Background: an optimization exercise with open tools, aiming at small area, a short achievable clock period and few clock cycles. Do not read the settings as production practice. Function was checked by simulation only, so behaviour that the tests miss may differ from the original. Power figures rest on the tool's default switching activity, not on a simulated workload.

==> run a <==
==> flow/design.v <==
`default_nettype none
package bfsp_pkg;
    localparam int MAX_NODES   = 16;
    localparam int WEIGHT_BITS = 16;
    localparam int NODE_W      = 4;
    localparam int DIST_W      = 20;    
    localparam int ROW_W       = 4;
    localparam int WIN_W       = 16;
    localparam int SRC_W       = 4;
    localparam int COUNT_W     = 5;
    localparam int OUT_NODE_W  = 4;
    localparam int OUT_DIST_W  = 20;
    localparam int PARENT_W    = 5;
    localparam int CFG_DATA_W  = 5;
    localparam int CFG_ADDR_W  = 1;
endpackage
`default_nettype wire
`default_nettype none
module bfsp_wmem (
    input  wire logic           clk,
    input  wire logic [15:0]    wr_row_oh,    
    input  wire logic [15:0]    wr_col_oh,
    input  wire logic [15:0]    wr_data,
    input  wire logic [15:0]    rd_row_oh,
    output logic      [255:0]   rd_row        
);
    logic [255:0] row_q [16];
    for (genvar r = 0; r < 16; r++) begin : g_row
        for (genvar c = 0; c < 16; c++) begin : g_col
            always_ff @(posedge clk)
            begin
                if (wr_row_oh[r] && wr_col_oh[c])
                begin
                    row_q[r][16*c +: 16] <= wr_data;
                end
            end
        end
    end
    always_comb
    begin
        rd_row = '0;
        for (int r = 0; r < 16; r++)
        begin
            rd_row = rd_row | (row_q[r] & {256{rd_row_oh[r]}});
        end
    end
endmodule
`default_nettype wire
`default_nettype none
module bfsp_relax (
    input  wire logic        en,         
    input  wire logic [19:0] du,         
    input  wire logic [15:0] w,          
    input  wire logic [19:0] dv,         
    input  wire logic        rv,         
    output logic             upd,
    output logic      [19:0] alt
);
    logic [19:0] w20;
    logic [19:0] ag [6];
    logic [19:0] ap [6];
    assign w20 = {4'd0, w};
    always_comb
    begin
        ag[0] = du & w20;
        ap[0] = du ^ w20;
        for (int l = 0; l < 5; l++)
        begin
            for (int i = 0; i < 20; i++)
            begin
                if (i >= (1 << l))
                begin
                    ag[l+1][i] = ag[l][i] | (ap[l][i] & ag[l][i - (1 << l)]);
                    ap[l+1][i] = ap[l][i] & ap[l][i - (1 << l)];
                end
                else
                begin
                    ag[l+1][i] = ag[l][i];
                    ap[l+1][i] = ap[l][i];
                end
            end
        end
        alt[0] = ap[0][0];
        for (int i = 1; i < 20; i++)
        begin
            alt[i] = ap[0][i] ^ ag[5][i-1];
        end
    end
    logic [19:0] nd;
    logic [19:0] nw;
    logic [20:0] s;      
    logic [20:0] c;      
    logic [20:0] g [6];
    logic [20:0] p [6];
    logic        lt;
    assign nd = ~du;
    assign nw = ~w20;
    always_comb
    begin
        s[20] = 1'b0;
        c[0]  = 1'b1;                
        for (int i = 0; i < 20; i++)
        begin
            s[i]   = dv[i] ^ nd[i] ^ nw[i];
            c[i+1] = (dv[i] & nd[i]) | (dv[i] & nw[i]) | (nd[i] & nw[i]);
        end
        g[0] = s & c;
        p[0] = s | c;
        for (int l = 0; l < 5; l++)
        begin
            for (int i = 0; i < 21; i++)
            begin
                if (i >= (1 << l))
                begin
                    g[l+1][i] = g[l][i] | (p[l][i] & g[l][i - (1 << l)]);
                    p[l+1][i] = p[l][i] & p[l][i - (1 << l)];
                end
                else
                begin
                    g[l+1][i] = g[l][i];
                    p[l+1][i] = p[l][i];
                end
            end
        end
        lt = g[5][20];
    end
    assign upd = en && (w != '0) && (!rv || lt);
endmodule
`default_nettype wire
`default_nettype none
module bfsp_seq (
    input  wire logic [15:0] after,      
    input  wire logic [15:0] dirty,      
    output logic      [15:0] next_oh,
    output logic             any
);
    function automatic [15:0] below(input logic [15:0] x);
        logic [15:0] t;
        t = {x[14:0], 1'b0};
        for (int l = 0; l < 4; l++)
        begin
            t = t | (t << (1 << l));
        end
        below = t;
    endfunction
    logic [15:0] hi;
    logic [15:0] hi_first;
    logic [15:0] all_first;
    assign hi        = dirty & after;
    assign hi_first  = hi & ~below(hi);
    assign all_first = dirty & ~below(dirty);
    assign next_oh   = (hi != '0) ? hi_first : all_first;
    assign any       = (dirty != '0);
endmodule
`default_nettype wire
`default_nettype none
import bfsp_pkg::*;
module bellman_ford_shortest_paths (
    input  wire logic                           clk,
    input  wire logic                           rst_n,
    input  wire logic                           cfg_wr_en,
    input  wire logic [bfsp_pkg::CFG_ADDR_W-1:0] cfg_addr,
    input  wire logic [bfsp_pkg::CFG_DATA_W-1:0] cfg_wdata,
    input  wire logic                           in_valid,
    output logic                                in_ready,
    input  wire logic [bfsp_pkg::ROW_W-1:0]      row_index,
    input  wire logic [bfsp_pkg::ROW_W-1:0]      col_index,
    input  wire logic [bfsp_pkg::WIN_W-1:0]      edge_weight,
    input  wire logic                           last_entry,
    output logic                                out_valid,
    input  wire logic                           out_ready,
    output logic      [bfsp_pkg::OUT_NODE_W-1:0] node_index,
    output logic      [bfsp_pkg::OUT_DIST_W-1:0] path_distance,
    output logic                                reachable,
    output logic      [bfsp_pkg::PARENT_W-1:0]   parent_node,
    output logic                                last_node
);
    localparam logic [1:0] S_IDLE = 2'd0;
    localparam logic [1:0] S_RUN  = 2'd1;
    localparam logic [1:0] S_OUT  = 2'd2;
    logic [3:0]  src_q;
    logic [4:0]  cnt_q;
    always_ff @(posedge clk or negedge rst_n)
    begin
        if (!rst_n)
        begin
            src_q <= '0;
            cnt_q <= 5'd16;
        end
        else if (cfg_wr_en)
        begin
            if (cfg_addr == 1'b0)
                src_q <= cfg_wdata[3:0];
            else
                cnt_q <= cfg_wdata;
        end
    end
    logic [4:0]  n;
    logic [15:0] vmask;       
    logic [15:0] src_oh;      
    logic        src_ok;
    logic [3:0]  n_m1;
    assign n      = (cnt_q > 5'd16) ? 5'd16 : cnt_q;
    assign n_m1   = 4'(n - 5'd1);
    assign src_ok = {1'b0, src_q} < n;
    always_comb
    begin
        for (int i = 0; i < 16; i++)
        begin
            vmask[i]  = 5'(i) < n;
            src_oh[i] = src_ok && (src_q == 4'(i));
        end
    end
    logic        in_ready_q;
    logic        acc;
    logic        last_q;
    logic [15:0] wr_row_oh_q;     
    logic [15:0] wr_below_q;      
    logic [15:0] wr_col_oh_q;
    logic [15:0] wr_data_q;
    assign acc = in_valid && in_ready_q;
    always_ff @(posedge clk or negedge rst_n)
    begin
        if (!rst_n)
        begin
            last_q      <= 1'b0;
            wr_row_oh_q <= '0;
            wr_below_q  <= '0;
        end
        else
        begin
            last_q      <= acc && last_entry;
            wr_row_oh_q <= acc ? (16'd1 << row_index) : 16'd0;
            wr_below_q  <= acc ? ((16'd1 << row_index) - 16'd1) : 16'd0;
        end
    end
    always_ff @(posedge clk)
    begin
        wr_col_oh_q <= 16'd1 << col_index;
        wr_data_q   <= edge_weight;
    end
    logic [15:0]  p_oh;           
    logic [255:0] wrow;
    bfsp_wmem u_wmem (
        .clk       (clk),
        .wr_row_oh (wr_row_oh_q),
        .wr_col_oh (wr_col_oh_q),
        .wr_data   (wr_data_q),
        .rd_row_oh (p_oh),
        .rd_row    (wrow)
    );
    logic [1:0]   state_q;
    logic [19:0]  dist_q  [16];
    logic [3:0]   par_q   [16];
    logic [15:0]  reach_q;
    logic [15:0]  dirty_q;        
    logic [15:0]  pos_q;          
    logic [15:0]  after_q;        
    logic         bval_q;         
    logic [255:0] row_q;
    logic [19:0]  du_q;
    logic [15:0]  used_q;
    logic         init_pend_q;
    logic         idle;
    logic         running;
    logic         spec;
    logic         issue_try;
    logic         issue;
    logic         stale;
    logic         init;
    logic         done;
    logic         out_free;
    logic [3:0]   u_bin;
    logic [15:0]  upd;
    logic [19:0]  alt [16];
    logic [19:0]  du_nx;
    logic         p_any;
    assign idle    = (state_q == S_IDLE);
    assign running = (state_q == S_RUN);
    bfsp_seq u_seq (
        .after    (after_q),
        .dirty    (dirty_q),
        .next_oh  (p_oh),
        .any      (p_any)
    );
    assign spec      = idle && !init_pend_q && !last_q && !bval_q && ((p_oh & wr_below_q) != '0);
    assign issue     = ((running && p_any) || spec) && !bval_q;
    assign stale = (wr_row_oh_q & (used_q | (spec ? p_oh : 16'd0))) != '0;
    assign init  = idle && (init_pend_q || (last_q && stale));
    assign done  = running && !bval_q && !p_any;
    logic [15:0]  below_p;
    always_comb
    begin
        below_p = {p_oh[14:0], 1'b0};
        for (int l = 0; l < 4; l++)
        begin
            below_p = below_p | (below_p << (1 << l));
        end
    end
    always_comb
    begin
        u_bin = '0;
        du_nx = '0;
        for (int i = 0; i < 16; i++)
        begin
            u_bin = u_bin | (4'(i) & {4{pos_q[i]}});
            du_nx = du_nx | (dist_q[i] & {20{p_oh[i]}});
        end
    end
    for (genvar v = 0; v < 16; v++) begin : g_lane
        bfsp_relax u_lane (
            .en  (bval_q && vmask[v]),
            .du  (du_q),
            .w   (row_q[16*v +: 16]),
            .dv  (dist_q[v]),
            .rv  (reach_q[v]),
            .upd (upd[v]),
            .alt (alt[v])
        );
        always_ff @(posedge clk)
        begin
            if (init)
                dist_q[v] <= '0;
            else if (upd[v])
                dist_q[v] <= alt[v];
            if (upd[v])
                par_q[v] <= u_bin;
        end
    end
    always_ff @(posedge clk)
    begin
        row_q <= wrow;
        du_q  <= du_nx;
        if (init)
        begin
            reach_q <= src_oh;
            dirty_q <= src_oh;
            pos_q   <= '0;
            after_q <= '0;
            bval_q  <= 1'b0;
        end
        else
        begin
            reach_q <= reach_q | upd;
            dirty_q <= (dirty_q | upd) & ~(issue ? p_oh : 16'd0);
            if (issue)
            begin
                pos_q   <= p_oh;
                after_q <= below_p;
            end
            bval_q  <= issue;
        end
    end
    always_ff @(posedge clk or negedge rst_n)
    begin
        if (!rst_n)
        begin
            init_pend_q <= 1'b1;
            used_q      <= '0;
        end
        else
        begin
            if (init)
                used_q <= '0;
            else if (spec)
                used_q <= used_q | p_oh;
            if (cfg_wr_en || !idle || (stale && !last_q))
                init_pend_q <= 1'b1;
            else if (init)
                init_pend_q <= 1'b0;
        end
    end
    logic [3:0]  k_q;
    logic        out_valid_q;
    logic        out_load;
    logic [3:0]  node_q;
    logic [19:0] pdist_q;
    logic        reach_out_q;
    logic [4:0]  parent_q;
    logic        last_node_q;
    assign out_free = !out_valid_q || out_ready;
    assign out_load = ((state_q == S_OUT) || done) && out_free;
    always_ff @(posedge clk or negedge rst_n)
    begin
        if (!rst_n)
        begin
            state_q     <= S_IDLE;
            in_ready_q  <= 1'b1;
            out_valid_q <= 1'b0;
            k_q         <= '0;
        end
        else
        begin
            unique case (state_q)
                S_IDLE:
                begin
                    if (last_q)
                    begin
                        k_q <= '0;
                        if (n == '0)
                        begin
                            in_ready_q <= 1'b1;
                        end
                        else if (!src_ok)
                        begin
                            state_q <= S_OUT;
                        end
                        else
                        begin
                            state_q <= S_RUN;
                        end
                    end
                    else
                    begin
                        in_ready_q <= !(acc && last_entry);
                    end
                end
                S_RUN, S_OUT:
                begin
                    if (out_load)
                    begin
                        k_q <= k_q + 4'd1;
                        if (k_q == n_m1)
                        begin
                            state_q    <= S_IDLE;
                            in_ready_q <= 1'b1;
                        end
                        else
                        begin
                            state_q <= S_OUT;
                        end
                    end
                    else if (done)
                    begin
                        state_q <= S_OUT;
                    end
                end
                default:
                begin
                    state_q <= S_IDLE;
                end
            endcase
            if (out_load)
                out_valid_q <= 1'b1;
            else if (out_ready)
                out_valid_q <= 1'b0;
        end
    end
    always_ff @(posedge clk)
    begin
        if (out_load)
        begin
            node_q      <= k_q;
            pdist_q     <= dist_q[k_q];
            reach_out_q <= reach_q[k_q];
            parent_q    <= (reach_q[k_q] && (k_q != src_q)) ? ({1'b0, par_q[k_q]} + 5'd1) : 5'd0;
            last_node_q <= (k_q == n_m1);
        end
    end
    assign in_ready      = in_ready_q;
    assign out_valid     = out_valid_q;
    assign node_index    = node_q;
    assign path_distance = pdist_q;
    assign reachable     = reach_out_q;
    assign parent_node   = parent_q;
    assign last_node     = last_node_q;
endmodule
`default_nettype wire
==> flow/run.sh <==
#!/bin/bash
# synth_recipe.tcl (not shown) runs the flow's synth.tcl, then flattens the netlist and writes it again
# the make line also repeats each setting of config.mk as NAME=value (left out here)
make -C /OpenROAD-flow-scripts/flow DESIGN_CONFIG=/design/flow/config.mk WORK_HOME=/design/flow/orfs CLKGATE_MAP_FILE= SYNTH_SCRIPT=/design/flow/synth_recipe.tcl finish
==> flow/config.mk <==
export PLATFORM = sky130hd
export DESIGN_NAME = bellman_ford_shortest_paths
export DESIGN_NICKNAME = bellman_ford_shortest_paths
export VERILOG_FILES = /design/flow/design.v
export SDC_FILE = /design/flow/constraint.sdc
export NUM_CORES = 4
export LEC_CHECK = 0
export CAP_MARGIN = 20
export CORE_MARGIN = 2
export CORE_UTILIZATION = 45
export PLACE_DENSITY = 0.6
export SETUP_SLACK_MARGIN = 4.0
export SLEW_MARGIN = 20
export TNS_END_PERCENT = 10
==> flow/constraint.sdc <==
create_clock -name core_clock -period 7.5 [get_ports {clk}]
set_input_delay 1.5000 -clock core_clock [delete_from_list [all_inputs] [get_ports {clk}]]
set_output_delay 1.5000 -clock core_clock [all_outputs]
set_load 0.01 [all_outputs]
==> run b (differences from run a) <==
--- a/flow/design.v
+++ b/flow/design.v
@@ -181,33 +181,49 @@
     logic [3:0]  src_q;
     logic [4:0]  cnt_q;
-    always_ff @(posedge clk or negedge rst_n)
+    logic [3:0]  src_nx;
+    logic [4:0]  cnt_nx;
+    logic [4:0]  n_nx;
+    logic        n_zero;      
+    logic [15:0] vmask;       
+    logic [15:0] src_oh;      
+    logic        src_ok;
+    logic [3:0]  n_m1;
+    always_comb
     begin
-        if (!rst_n)
-        begin
-            src_q <= '0;
-            cnt_q <= 5'd16;
-        end
-        else if (cfg_wr_en)
+        src_nx = src_q;
+        cnt_nx = cnt_q;
+        if (cfg_wr_en)
         begin
             if (cfg_addr == 1'b0)
-                src_q <= cfg_wdata[3:0];
+                src_nx = cfg_wdata[3:0];
             else
-                cnt_q <= cfg_wdata;
+                cnt_nx = cfg_wdata;
         end
+        n_nx = (cnt_nx > 5'd16) ? 5'd16 : cnt_nx;
     end
-    logic [4:0]  n;
-    logic [15:0] vmask;       
-    logic [15:0] src_oh;      
-    logic        src_ok;
-    logic [3:0]  n_m1;
-    assign n      = (cnt_q > 5'd16) ? 5'd16 : cnt_q;
-    assign n_m1   = 4'(n - 5'd1);
-    assign src_ok = {1'b0, src_q} < n;
-    always_comb
+    always_ff @(posedge clk or negedge rst_n)
     begin
-        for (int i = 0; i < 16; i++)
+        if (!rst_n)
+        begin
+            src_q  <= '0;
+            cnt_q  <= 5'd16;
+            n_zero <= 1'b0;
+            vmask  <= 16'hFFFF;
+            src_oh <= 16'd1;
+            src_ok <= 1'b1;
+            n_m1   <= 4'd15;
+        end
+        else
         begin
-            vmask[i]  = 5'(i) < n;
-            src_oh[i] = src_ok && (src_q == 4'(i));
+            src_q  <= src_nx;
+            cnt_q  <= cnt_nx;
+            n_zero <= (n_nx == '0);
+            src_ok <= {1'b0, src_nx} < n_nx;
+            n_m1   <= 4'(n_nx - 5'd1);
+            for (int i = 0; i < 16; i++)
+            begin
+                vmask[i]  <= 5'(i) < n_nx;
+                src_oh[i] <= ({1'b0, src_nx} < n_nx) && (src_nx == 4'(i));
+            end
         end
     end
@@ -305,10 +321,10 @@
         begin
             u_bin = u_bin | (4'(i) & {4{pos_q[i]}});
-            du_nx = du_nx | (dist_q[i] & {20{p_oh[i]}});
+            du_nx = du_nx | (dist_q[i] & {20{p_oh[i] & !src_oh[i]}});
         end
     end
     for (genvar v = 0; v < 16; v++) begin : g_lane
         bfsp_relax u_lane (
-            .en  (bval_q && vmask[v]),
+            .en  (bval_q && vmask[v] && !src_oh[v]),
             .du  (du_q),
             .w   (row_q[16*v +: 16]),
@@ -320,7 +336,5 @@
         always_ff @(posedge clk)
         begin
-            if (init)
-                dist_q[v] <= '0;
-            else if (upd[v])
+            if (upd[v])
                 dist_q[v] <= alt[v];
             if (upd[v])
@@ -372,4 +386,6 @@
     end
     logic [3:0]  k_q;
+    logic [15:0] k_oh_q;
+    logic [15:0] shown;          
     logic        out_valid_q;
     logic        out_load;
@@ -389,4 +405,5 @@
             out_valid_q <= 1'b0;
             k_q         <= '0;
+            k_oh_q      <= 16'd1;
         end
         else
@@ -397,6 +414,7 @@
                     if (last_q)
                     begin
-                        k_q <= '0;
-                        if (n == '0)
+                        k_q    <= '0;
+                        k_oh_q <= 16'd1;
+                        if (n_zero)
                         begin
                             in_ready_q <= 1'b1;
@@ -420,5 +438,6 @@
                     if (out_load)
                     begin
-                        k_q <= k_q + 4'd1;
+                        k_q    <= k_q + 4'd1;
+                        k_oh_q <= {k_oh_q[14:0], 1'b0};
                         if (k_q == n_m1)
                         begin
@@ -447,4 +466,21 @@
         end
     end
+    assign shown = reach_q & ~src_oh;
+    logic [19:0] k_dist;
+    logic [3:0]  k_par;
+    logic        k_shown;
+    logic        k_reach;
+    always_comb
+    begin
+        k_dist = '0;
+        k_par  = '0;
+        for (int i = 0; i < 16; i++)
+        begin
+            k_dist = k_dist | (dist_q[i] & {20{k_oh_q[i] & shown[i]}});
+            k_par  = k_par  | (par_q[i]  & {4{k_oh_q[i] & shown[i]}});
+        end
+        k_shown = (k_oh_q & shown) != '0;
+        k_reach = (k_oh_q & reach_q) != '0;
+    end
     always_ff @(posedge clk)
     begin
@@ -452,7 +488,7 @@
         begin
             node_q      <= k_q;
-            pdist_q     <= dist_q[k_q];
-            reach_out_q <= reach_q[k_q];
-            parent_q    <= (reach_q[k_q] && (k_q != src_q)) ? ({1'b0, par_q[k_q]} + 5'd1) : 5'd0;
+            pdist_q     <= k_dist;
+            reach_out_q <= k_reach;
+            parent_q    <= k_shown ? ({1'b0, k_par} + 5'd1) : 5'd0;
             last_node_q <= (k_q == n_m1);
         end
==> flow/flow/run.sh (new file) <==
#!/bin/bash
# The standard layout (the standard.sh: ORFS with the standard synthesis),
# with one change: the buffers that buffer_ports puts on every input and
# output port are plain sky130_fd_sc_hd__buf_4 cells instead of the delay
# buffer (clkdlybuf4s50_1) that buffer_ports picks on its own.
set -euo pipefail
export BUFFER_PORTS_ARGS="-buffer_cell sky130_fd_sc_hd__buf_4"
bash standard.sh > standard.log 2>&1
==> flow/standard.sh (new file) <==
#!/bin/bash
# synth_recipe.tcl (not shown) runs the flow's synth.tcl, then flattens the netlist and writes it again
# the make line also repeats each setting of config.mk as NAME=value (left out here)
make -C /OpenROAD-flow-scripts/flow DESIGN_CONFIG=/design/flow/config.mk WORK_HOME=/design/flow/orfs CLKGATE_MAP_FILE= SYNTH_SCRIPT=/design/flow/synth_recipe.tcl "${@:-finish}"
CORE_UTILIZATION = 35   (was 45)
CTS_CLUSTER_DIAMETER = 80   (was not set)
CTS_CLUSTER_SIZE = 25   (was not set)
PLACE_DENSITY = 0.5   (was 0.6)
SETUP_SLACK_MARGIN = 4.5   (was 4.0)
removed: flow/run.sh
==> qor summary <==
metric                                                                                     run b                       run a
Hold crit path type                                     input port to asynchronous set/reset pin        register to register
Number of clock buffers inserted by TritonCTS                                                274                         522
Proportion of layout cells with a drive suffix above 1                                    13.05%                      12.65%
Die Width                                                                          766.4 microns               678.5 microns
Sequential group share of total power                                                      40.9%                       37.8%
Data arrival at the endpoint of the critical path                                        4690 ps                     4670 ps
Synth Area per Inst                                                                  15.58 sq um                 14.86 sq um
Non-clock inverter count                                                                     752                         733
Met2 Routed Length                                                                353400 microns              330100 microns
Met3 layer usage reported by global route                                                 4.194%                      6.654%
Final worst-path cycle share                                                              50.21%                      52.74%
Area share of buffers outside the clock network                                           4.389%                      2.984%
Syn Std Cell Area                                                                   0.2035 sq mm                0.2047 sq mm
Metal1 wirelength                                                                 325400 microns              299700 microns
Nets in the synthesized netlist                                                            13950                       14680
Result of the run                                                     complete, but fails checks  complete, but fails checks
Reasons for failing layout checks                                             antenna violations          antenna violations
Area of all placed cells without fillers                                            0.2333 sq mm                0.2363 sq mm
Proportion of power drawn by the clock network                                             19.2%                       27.3%
Number of signal-net buffers in the layout                                                   797                         630
Testbench counts of run a, summed over its fixed seeds: cycles 20,188.
Testbench counts of run b, summed over its fixed seeds: cycles 20,188.

## separate check: timing with driven ports
In the flow no input, the clock included, has a driving cell. The finished layouts below were timed again as built, in two steps.
Step 1: set_driving_cell puts a clkbuf_16 on clk and a buf_2 on each other input, an assumption about the parent block.
Step 2 adds t to the input delays and takes it off the output delays; t is the mean of the earliest and latest rising clock arrival at the registers after step 1. Input paths then give back, and output paths get back, about the clock's delay inside the block.
Three values: ideal, step 1, step 2; two values: the first two.
run	t (ns)	setup WS [ns]	slew at the worst register clock pin (ns)	worst data-port slew with drivers (ns)	pins driven straight from the clock port
run a	1.185	3.544 / 3.544 / 2.826	0.07 / 0.07	0.33	1
run b	1.149	3.735 / 3.735 / 3.000	0.11 / 0.11	0.36	1
The setup slack of run b, which loses most, moves by 0.000 ns with the drivers and by -0.735 ns with both steps.
